This design comes from an exercise in tuning for small area, a short achievable clock period and few clock cycles per item on the open sky130 flow, not from production work. Only simulation tests tie the RTL to the original design; equivalence was not proved. Power is estimated from default activity; no workload was simulated.

==> flow/design.v <==
`timescale 1ns / 1ps
`default_nettype none
package cpa_pkg;
   localparam int MAX_CONTAINERS = 16;
   localparam int BUFFER_BYTES   = 4096;
   localparam int HEADER_BYTES   = 16;
   localparam int ID_W  = $clog2(MAX_CONTAINERS);
   localparam int OFF_W = 12;
   localparam int BYT_W = 13;
   localparam logic [1:0] ST_CREATED = 2'd0;
   localparam logic [1:0] ST_FREED   = 2'd1;
   localparam logic [1:0] ST_REJECT  = 2'd2;
   localparam logic ACT_CREATE = 1'b0;
   localparam logic ACT_FREE   = 1'b1;
   typedef struct packed {
      logic [OFF_W-1:0] offset;
      logic [BYT_W-1:0] bytes;
   } entry_type;
endpackage
`default_nettype wire
`timescale 1ns / 1ps
`default_nettype none
module container_pool_allocator (
   input  wire logic                      clock,
   input  wire logic                      reset,
   input  wire logic                      req_valid,
   output logic                           req_ready,
   input  wire logic                      req_action,
   input  wire logic [15:0]               req_elem_count,
   input  wire logic [15:0]               req_elem_size,
   input  wire logic [3:0]                req_container_id,
   output logic                           rsp_valid,
   input  wire logic                      rsp_ready,
   output logic [1:0]                     rsp_status,
   output logic [3:0]                     rsp_result_id,
   output logic [11:0]                    rsp_region_offset
);
   localparam int NC = cpa_pkg::MAX_CONTAINERS;
   logic        a_v, a_act, a_oz;
   logic [3:0]  a_cid;
   logic [11:0] a_cnt, a_sz;
   logic        q_v, q_act, q_bad;
   logic [3:0]  q_cid;
   logic [15:0] q_c1h;     
   logic [11:0] q_nm1;     
   logic [12:0] q_n16;     
   logic [NC-1:0][11:0] off, bm;    
   logic [NC-1:0][3:0]  nx;
   logic [NC-1:0]       pres, fre;
   logic [12:0]         top;
   logic [3:0]          last;
   logic                mrg;      
   logic [3:0]          mh;       
   logic [NC-1:0]       m1h;      
   logic                pv;       
   logic [3:0]          pid;
   logic [11:0]         pb, pn;
   logic        r_v;
   logic [1:0]  r_st;
   logic [3:0]  r_id;
   logic [11:0] r_off;
   assign rsp_valid = r_v;
   assign rsp_status = r_st;
   assign rsp_result_id = r_id;
   assign rsp_region_offset = r_off;
   logic go, q_free, a_mv, acc;
   assign go = q_v && !mrg && (!r_v || rsp_ready);
   assign q_free = !q_v || go;
   assign a_mv = a_v && q_free;
   assign req_ready = !a_v || q_free;
   assign acc = req_valid && req_ready;
   logic        m_ovf, m_bad;
   logic [12:0] m_prod;
   always_comb begin
      m_ovf = 1'b0;
      for (int k = 0; k < 16; k++)
         m_ovf = m_ovf | (req_elem_count[k] & (|(req_elem_size >> ((k >= 12) ? 0 : (12 - k)))));
      m_prod = 13'(a_cnt * a_sz);
      m_bad = a_oz || (m_prod > 13'd4080);
   end
   always_ff @(posedge clock) begin
      if (reset) a_v <= 1'b0;
      else if (acc) a_v <= 1'b1;
      else if (a_mv) a_v <= 1'b0;
      if (acc) begin
         a_act <= req_action;
         a_cid <= req_container_id;
         a_cnt <= req_elem_count[11:0];
         a_sz <= req_elem_size[11:0];
         a_oz <= (req_elem_count == 16'd0) || (req_elem_size == 16'd0) || m_ovf;
      end
      if (reset) q_v <= 1'b0;
      else if (a_mv) q_v <= 1'b1;
      else if (go) q_v <= 1'b0;
      if (a_mv) begin
         q_act <= a_act;
         q_cid <= a_cid;
         for (int i = 0; i < NC; i++) q_c1h[i] <= (a_cid == 4'(i));
         q_nm1 <= m_prod[11:0] - 12'd1;
         q_n16 <= {1'b0, m_prod[11:0]} + 13'd16;
         q_bad <= m_bad;
      end
   end
   logic [NC-1:0] pf;
   assign pf = pres & fre;
   function automatic logic [11:0] add12(input logic [11:0] a, input logic [11:0] b);
      logic [11:0] g, p, gg, pp, g2, p2;
      g = a & b; p = a ^ b;
      gg = g; pp = p;
      for (int d = 1; d < 12; d = d * 2) begin
         g2 = gg; p2 = pp;
         for (int k = 0; k < 12; k++)
            if (k >= d) begin
               g2[k] = gg[k] | (pp[k] & gg[k-d]);
               p2[k] = pp[k] & pp[k-d];
            end
         gg = g2; pp = p2;
      end
      add12 = p ^ {gg[10:0], 1'b0};
   endfunction
   logic [NC-1:0] sp1h;
   logic [3:0]    sp;
   logic          sp_ok;
   always_comb begin
      sp = '0;
      for (int i = NC-1; i >= 0; i--)
         if (!pres[i]) sp = 4'(i);
      sp_ok = ~&pres;
      for (int i = 0; i < NC; i++)
         sp1h[i] = !pres[i] && !(|(~pres & ((16'd1 << i) - 16'd1)));
   end
   logic [NC-1:0] l1h, c1h, p1h;
   always_comb begin
      l1h = '0; l1h[last] = 1'b1;
      c1h = q_c1h;
      p1h = '0; p1h[pid] = pv;
   end
   logic [NC-1:0][12:0] dif;
   logic [NC-1:0] eq, cand, first;
   logic          hit;
   always_comb begin
      for (int i = 0; i < NC; i++) begin
         dif[i] = {1'b0, bm[i]} - q_n16;
         eq[i] = (bm[i] == q_nm1);
         cand[i] = pf[i] && (eq[i] || (sp_ok && !dif[i][12]));
      end
      for (int i = 0; i < NC; i++)
         first[i] = cand[i] && !(|(cand & ((16'd1 << i) - 16'd1)));
      hit = |cand;
   end
   logic [11:0]   a_off, a_dif, pval;
   logic [3:0]    a_nx, a_id;
   logic          a_eq, a_last, a_pend, a_nxpf;
   always_comb begin
      pval = pb + pn;
      a_off = '0; a_dif = '0; a_nx = '0; a_id = '0;
      a_eq = 1'b0; a_last = 1'b0; a_pend = 1'b0;
      for (int i = 0; i < NC; i++) begin
         a_off = a_off | (off[i] & {12{first[i] & !p1h[i]}});
         a_dif = a_dif | (dif[i][11:0] & {12{first[i]}});
         a_nx = a_nx | (nx[i] & {4{first[i]}});
         a_id = a_id | (4'(i) & {4{first[i]}});
         a_eq = a_eq | (eq[i] & first[i]);
         a_last = a_last | (l1h[i] & first[i]);
         a_pend = a_pend | (p1h[i] & first[i]);
      end
      if (a_pend) a_off = pval;
      a_nxpf = pf[a_nx];
   end
   logic [NC-1:0] hsel, s1h;
   logic [11:0]   h_bm, b_bm;
   logic [3:0]    h, h_nx, s2;
   logic          h_last, h_pres, s_pf, s_last, s2_pf;
   always_comb begin
      hsel = mrg ? m1h : c1h;
      h = mrg ? mh : q_cid;
      h_bm = '0; h_nx = '0; h_last = 1'b0; h_pres = 1'b0;
      for (int i = 0; i < NC; i++) begin
         h_bm = h_bm | (bm[i] & {12{hsel[i]}});
         h_nx = h_nx | (nx[i] & {4{hsel[i]}});
         h_last = h_last | (l1h[i] & hsel[i]);
         h_pres = h_pres | (pres[i] & hsel[i]);
      end
      s1h = '0; s1h[h_nx] = 1'b1;
      b_bm = '0; s2 = '0; s_pf = 1'b0; s_last = 1'b0;
      for (int i = 0; i < NC; i++) begin
         b_bm = b_bm | (bm[i] & {12{s1h[i]}});
         s2 = s2 | (nx[i] & {4{s1h[i]}});
         s_pf = s_pf | (pf[i] & s1h[i]);
         s_last = s_last | (l1h[i] & s1h[i]);
      end
      s2_pf = pf[s2];
   end
   logic [13:0] top_sum;
   logic        top_fit;
   assign top_sum = {1'b0, top} + {1'b0, q_n16};
   assign top_fit = (top_sum <= 14'd4096);
   logic [3:0] pred;
   always_comb begin
      pred = '0;
      for (int j = 0; j < NC; j++)
         if (pres[j] && nx[j] == q_cid && 4'(j) != q_cid) pred = pred | 4'(j);
   end
   logic wr, do_c, do_split, do_topc, do_f, do_ftop, do_fmid, do_abs;
   always_comb begin
      wr = go || mrg;
      do_c = !mrg && q_act == cpa_pkg::ACT_CREATE && !q_bad;
      do_split = do_c && hit && !a_eq;
      do_topc = do_c && !hit && top_fit && sp_ok;
      do_f = !mrg && q_act == cpa_pkg::ACT_FREE && h_pres;
      do_ftop = do_f && h_last;
      do_fmid = do_f && !h_last;
      do_abs = mrg || (do_fmid && s_pf);
   end
   logic [11:0] bus_ba, bus_bb;
   logic [3:0]  bus_nx;
   assign bus_ba = q_nm1;
   logic cr;
   assign cr = !mrg && q_act == cpa_pkg::ACT_CREATE;
   logic [11:0] h_bm17;
   assign h_bm17 = h_bm + 12'd17;
   assign bus_bb = cr ? a_dif : add12(h_bm17, b_bm);
   assign bus_nx = cr ? a_nx : s2;
   logic [NC-1:0] we_ba, we_bb, we_nx, we_nsp, pres_set, pres_clr, fre_set, fre_clr;
   always_comb begin
      we_ba = ({NC{do_split}} & first) | ({NC{do_topc}} & sp1h);
      we_bb = ({NC{do_split}} & sp1h) | ({NC{do_abs}} & hsel);
      we_nx = ({NC{do_split}} & sp1h) | ({NC{do_abs}} & hsel);
      we_nsp = ({NC{do_split}} & first) | ({NC{do_topc && top != 13'd0}} & l1h);
      pres_set = (do_split || do_topc) ? sp1h : '0;
      pres_clr = ({NC{do_ftop}} & c1h) | ({NC{do_abs}} & s1h);
      fre_set = ({NC{do_split}} & sp1h) | ({NC{do_fmid}} & c1h);
      fre_clr = ({NC{do_c && hit}} & first) | ({NC{do_topc}} & sp1h);
   end
   logic [12:0] top_n;
   logic [3:0]  last_n, mh_n;
   logic [NC-1:0] m1h_n;
   logic        mrg_n;
   logic [1:0]  st_n;
   logic [3:0]  id_n;
   logic [11:0] roff_n;
   always_comb begin
      top_n = top; last_n = last; mrg_n = mrg; mh_n = mh;
      if (do_topc) begin top_n = top_sum[12:0]; last_n = sp; end
      if (do_ftop) begin top_n = top - 13'd17 - {1'b0, h_bm}; last_n = pred; end
      if (do_split && a_last) last_n = sp;
      if (do_abs && s_last) last_n = h;
      if (mrg) mrg_n = !s_last && s2_pf;
      m1h_n = m1h;
      if (do_split && !a_last && a_nxpf) begin mrg_n = 1'b1; mh_n = sp; m1h_n = sp1h; end
      if (do_fmid && s_pf && !s_last && s2_pf) begin mrg_n = 1'b1; mh_n = q_cid; m1h_n = c1h; end
      st_n = cpa_pkg::ST_REJECT; id_n = '0; roff_n = '0;
      if (do_c && hit) begin st_n = cpa_pkg::ST_CREATED; id_n = a_id; roff_n = a_off; end
      else if (do_topc) begin st_n = cpa_pkg::ST_CREATED; id_n = sp; roff_n = top[11:0]; end
      else if (do_f) st_n = cpa_pkg::ST_FREED;
   end
   always_ff @(posedge clock) begin
      for (int i = 0; i < NC; i++)
         if (p1h[i]) off[i] <= pval;
      if (reset) pv <= 1'b0;
      else pv <= wr && (do_split || do_topc);
      if (do_split) begin
         pb <= a_off; pn <= q_n16[11:0];
      end else begin
         pb <= top[11:0]; pn <= '0;
      end
      pid <= sp;
      if (wr) for (int i = 0; i < NC; i++) begin
         if (we_bb[i]) bm[i] <= bus_bb;
         else if (we_ba[i]) bm[i] <= bus_ba;
         if (we_nx[i]) nx[i] <= bus_nx;
         else if (we_nsp[i]) nx[i] <= sp;
         if (pres_set[i]) pres[i] <= 1'b1;
         else if (pres_clr[i]) pres[i] <= 1'b0;
         if (fre_set[i]) fre[i] <= 1'b1;
         else if (fre_clr[i]) fre[i] <= 1'b0;
      end
      if (reset) for (int i = 0; i < NC; i++) pres[i] <= 1'b0;
      if (reset) begin
         top <= '0; mrg <= 1'b0;
      end else if (wr) begin
         top <= top_n; mrg <= mrg_n;
      end
      if (wr) begin
         last <= last_n; mh <= mh_n; m1h <= m1h_n;
      end
      if (reset) r_v <= 1'b0;
      else if (go) r_v <= 1'b1;
      else if (rsp_ready) r_v <= 1'b0;
      if (go) begin
         r_st <= st_n; r_id <= id_n; r_off <= roff_n;
      end
   end
endmodule
`default_nettype wire
==> flow/run.sh <==
#!/bin/bash
# synth_recipe.tcl (not shown) runs the flow's synth.tcl, then flattens the netlist and writes it again
# the make line also repeats each setting of config.mk as NAME=value (left out here)
make -C /OpenROAD-flow-scripts/flow DESIGN_CONFIG=/design/flow/config.mk WORK_HOME=/design/flow/orfs CLKGATE_MAP_FILE= SYNTH_SCRIPT=/design/flow/synth_recipe.tcl finish
==> flow/config.mk <==
export PLATFORM = sky130hd
export DESIGN_NAME = container_pool_allocator
export DESIGN_NICKNAME = container_pool_allocator
export VERILOG_FILES = /design/flow/design.v
export SDC_FILE = /design/flow/constraint.sdc
export NUM_CORES = 4
export LEC_CHECK = 0
export ABC_AREA = 1
export CAP_MARGIN = 20
export CORE_MARGIN = 2
export CORE_UTILIZATION = 40
export SLEW_MARGIN = 20
==> flow/constraint.sdc <==
create_clock -name core_clock -period 8.0 [get_ports {clock}]
set_input_delay 1.6000 -clock core_clock [delete_from_list [all_inputs] [get_ports {clock}]]
set_output_delay 1.6000 -clock core_clock [all_outputs]
set_load 0.01 [all_outputs]
==> results.txt <==
-- stage by stage --
stage | cell area (um^2) | hold slack [ns] | utilization
3_5_place_dp | 54400 | 0.452 | 0.440
5_1_grt | 57000 | 0.478 | 0.461
4_1_cts | 57000 | 0.465 | 0.461
3_3_place_gp | 54400 | 0.411 | 0.440
2_1_floorplan | 49800 | 0.400 | -
6_report | 57100 | 0.463 | 0.462
-- final cells by class --
| class | count | area [um^2] |
|---|---|---|
| tap | 1637 | 2050 |
| multi-input combinational | 4658 | 27100 |
| inverter | 770 | 2900 |
| sequential | 645 | 18700 |
| antenna | 10 | 25.0 |
| timing repair buffer | 414 | 3620 |
| clock inverter | 47 | 593 |
| clock buffer | 92 | 2010 |
| fill | 12100 | 66600 |
-- layout by cell type, fill, tap and decap left out, drive strengths merged, types with 36 or more instances in the layout --
cell and n:
nand2 1513, inv 771, edfxtp 583, o21ai 516
nor2 498, a21oi 365, buf 354, nand3 293
ha 291, xor2 235, nand4 133, o22ai 118
nor3 93, clkbuf 92, a221oi 80, xnor2 71
or2 71, fa 69, dfxtp 62, clkdlybuf4s50 60
nor4 52, o2111ai 41, clkinv 36
-- sequential cells by signal (all words and copies together), names as in the netlist, 2 cells and up --
signal / cells
q_n16: 13
a_sz: 12
top: 13
pid: 4
off: 192
r_st: 2
a_cnt: 12
q_nm1: 12
pn: 12
q_cid: 4
pb: 12
a_cid: 4
bm: 192
pres: 16
m1h: 16
nx: 64
q_c1h: 16
fre: 16
r_off: 12
mh: 4
last: 4
r_id: 4
-- synth_stat cells, drive strengths merged (3+ instances only) --
library cell / number / area (um^2)
a2111oi: 10 / 87.6
a211oi: 16 / 120
a21o: 20 / 150
a21oi: 365 / 1830
a221oi: 80 / 707
a22o: 8 / 70.1
a22oi: 20 / 150
a31oi: 20 / 125
a32o: 7 / 70.1
and2: 13 / 81.3
and3: 6 / 37.5
buf: 128 / 704
clkbuf: 128 / 484
clkinv: 6 / 22.5
dfxtp: 62 / 1240
edfxtp: 583 / 17500
fa: 69 / 1380
ha: 291 / 3640
inv: 764 / 2880
nand2: 1513 / 5770
nand3: 293 / 1490
nand3b: 5 / 41.3
nand4: 133 / 847
nor2: 498 / 1930
nor3: 93 / 497
nor3b: 14 / 116
nor4: 52 / 340
o2111ai: 41 / 359
o211ai: 9 / 67.6
o21a: 8 / 60.1
o21ai: 516 / 2620
o21bai: 19 / 143
o221ai: 20 / 175
o22ai: 118 / 738
o31ai: 3 / 22.5
o41ai: 5 / 43.8
or2: 71 / 444
or4: 4 / 30.0
xnor2: 71 / 622
xor2: 235 / 2080
-- path summary, 6_finish.rpt --
check / startpoint / end / slack [ns] / cells past startpoint
max reg2reg: mrg / bm[59] / 0.87 / 36
max: mrg / bm[59] / 0.87 / 36
min reg2reg: a_act / q_act / 0.46 / 0
min: a_act / q_act / 0.46 / 0
-- power breakdown --
part | leakage (nW) | switching (mW) | internal [mW] | total [mW]
sequential | 5.84 | 0.125 | 3.87 | 4.00
combinational | 16.7 | 3.06 | 1.57 | 4.63
clock | 1.25 | 1.66 | 2.01 | 3.67
-- cell families (layout without fill, tap and decap cells) --
kind of cell             after synthesis  in the layout  share of synthesized area
AND/OR/NAND/NOR                     2697           2697                      0.234
AO/OA/AOI/OAI                       1294           1294                      0.153
buffers and inverters               1026           1323                     0.0821
flip-flops                           645            645                      0.376
adder cells (fa/ha/maj)              360            360                      0.101
XOR/XNOR                             306            306                     0.0543
multiplexers                           1              1                   0.000201
other                                  0             10                          0
-- layer usage --
layer  global-route usage  routed length [um]  share of wire  vias up
li1                     -                   -              -    22200
met1                0.636              123000           0.40    25200
met2                0.642              119000           0.39     3942
met3                0.179               42900           0.14      907
met4                0.275               22000          0.071       26
met5                    0                 574         0.0019        -
==> flow_summary.yaml <==
worst_setup_path:
  cp_slowest_cell: "dfxtp_1"
  cp.buffers_inverters: 5
  critPathTopFamily: "simple AND/OR/NAND/NOR gates"
  crit_path_max_incr_delay_ns: 0.61
  crit_type: "reg2reg"
  worstPathRequired_ns: 8.44
  crit_top_cell: "nand2_1"
  worst-path-max-fanout: 16
  critPathArrivalTime_ns: 7.57
  worstSetupStartpointType: "flip-flop"
  end_kind: "flip-flop"
pwr:
  p_total_mw: 12.3
  cellPowerDensity_nw_per_um2: 215
  leakage_nw: 23.8
  ir_drop_mv: 0.194
yosys:
  synthCells: 6329
  syn_area_per_cell_um2: 7.87
  ys_ff_latch: 645
  synth_fp_nets: 6730
  synthArstFlopShare: 0
  ys_types: 77
  synth_edf_count: 583
  synthFlopType: "edfxtp_1"
  synth-seq-area-share: 0.376
  synthesis.area_um2: 49800
  ys_warn_count: 1
clocking:
  clk_pin_slew_ns: 0.07
  cts_tree: "yes"
  cts_hold_buf: 0
  htreeDepth: 3
  root_buffer: "clkbuf_16"
  cts.repair.resized: 0
  post_cts_buffers: 0
  cts_buffers: 75
  cts_buffer_depth: 3
  cts.sinks: 645
  clock_latency_ns: 0.74
timing:
  timing.final.hold_violations: 0
  period_needed_ns: 7.13
  rsz0062_at_grt: "no"
  finalSetupViolCount: 0
  clock.fmax_mhz: 140
  worst_slew_pin_slew_ns: 1.34
  relSlewSlack: 0.109
  fin_tns_setup_ns: 0
  period_share: 0.891
  maxSlewViolCount: 0
  clock_skew_ns: 0.0517
  worst_slack_ns: 0.868
global_routing:
  gr-usage-all-layers: 0.473
  grt-ovfl-total: 0
  grt_max_degree: 43
  grt_pass1_wl_um: 408000
  grt_pass1_vias: 47500
  antenna_found_initial: 31
placed_design:
  numPlacedInstances: 8124
  dpl.hpwl_um: 248000
  pre_cts_ws_ns: 1.14
  gp_congestion: 1.13
  port_buffers: 60
flow_run:
  cap_violations: 0
final_layout:
  areaGrowthSynthToFinish_pct: 14.5
  post_layout_nonfiller_instances: 8273
  fin_nets: 6965
  drive_gt1_frac: 0.102
floorplanning:
  die_w_um: 357
  die_area_um2: 127000
  design.core.area_um2: 124000
  fp.dieH_um: 357
  rows: 129
  ios: 61
  initial_core_util: 0.403
detailed_routing:
  drt_iter0_drc: 8807
  drc_errors: 0
  drt-total-wl_um: 307000
  first_pass_iters: 9
  post_drt_wl_per_cell_um: 37.2
  vias: 52200
  ant_nets: 0
  viasPerCell: 6.31
hold_path:
  hp-class: "reg2reg"
run_status:
  outcome: "no timing/DRC/antenna violations"
Testbench counts, summed over its fixed seeds: cycles 3,462, requests 3,200.

## static timing again, ports no longer ideal
No port has a modelled driver above. Below, the same layout with a new extraction and two added sets of constraints.
Step 1, drivers: a clkbuf_16 drives clock and a buf_2 each remaining input, both assumed.
Step 2 moves the port delays by t, midway between the first and last clock arrival at a register: inputs arrive t later, outputs are due t later. That takes back most of the time a late clock gives input paths.
Three values: no drivers, after step 1, after step 2; two values: the first two.
shift t [ns]: 0.803
slack for setup (ns): 0.868 / 0.868 / 0.868
worst hold slack (ns): 0.463 / 0.463 / 0.463
cell pins on the clock port's net: 1
After both steps setup and hold are still met in this run. The setup slack of this run moves by 0.000 ns with the drivers and by 0.000 ns with both steps.
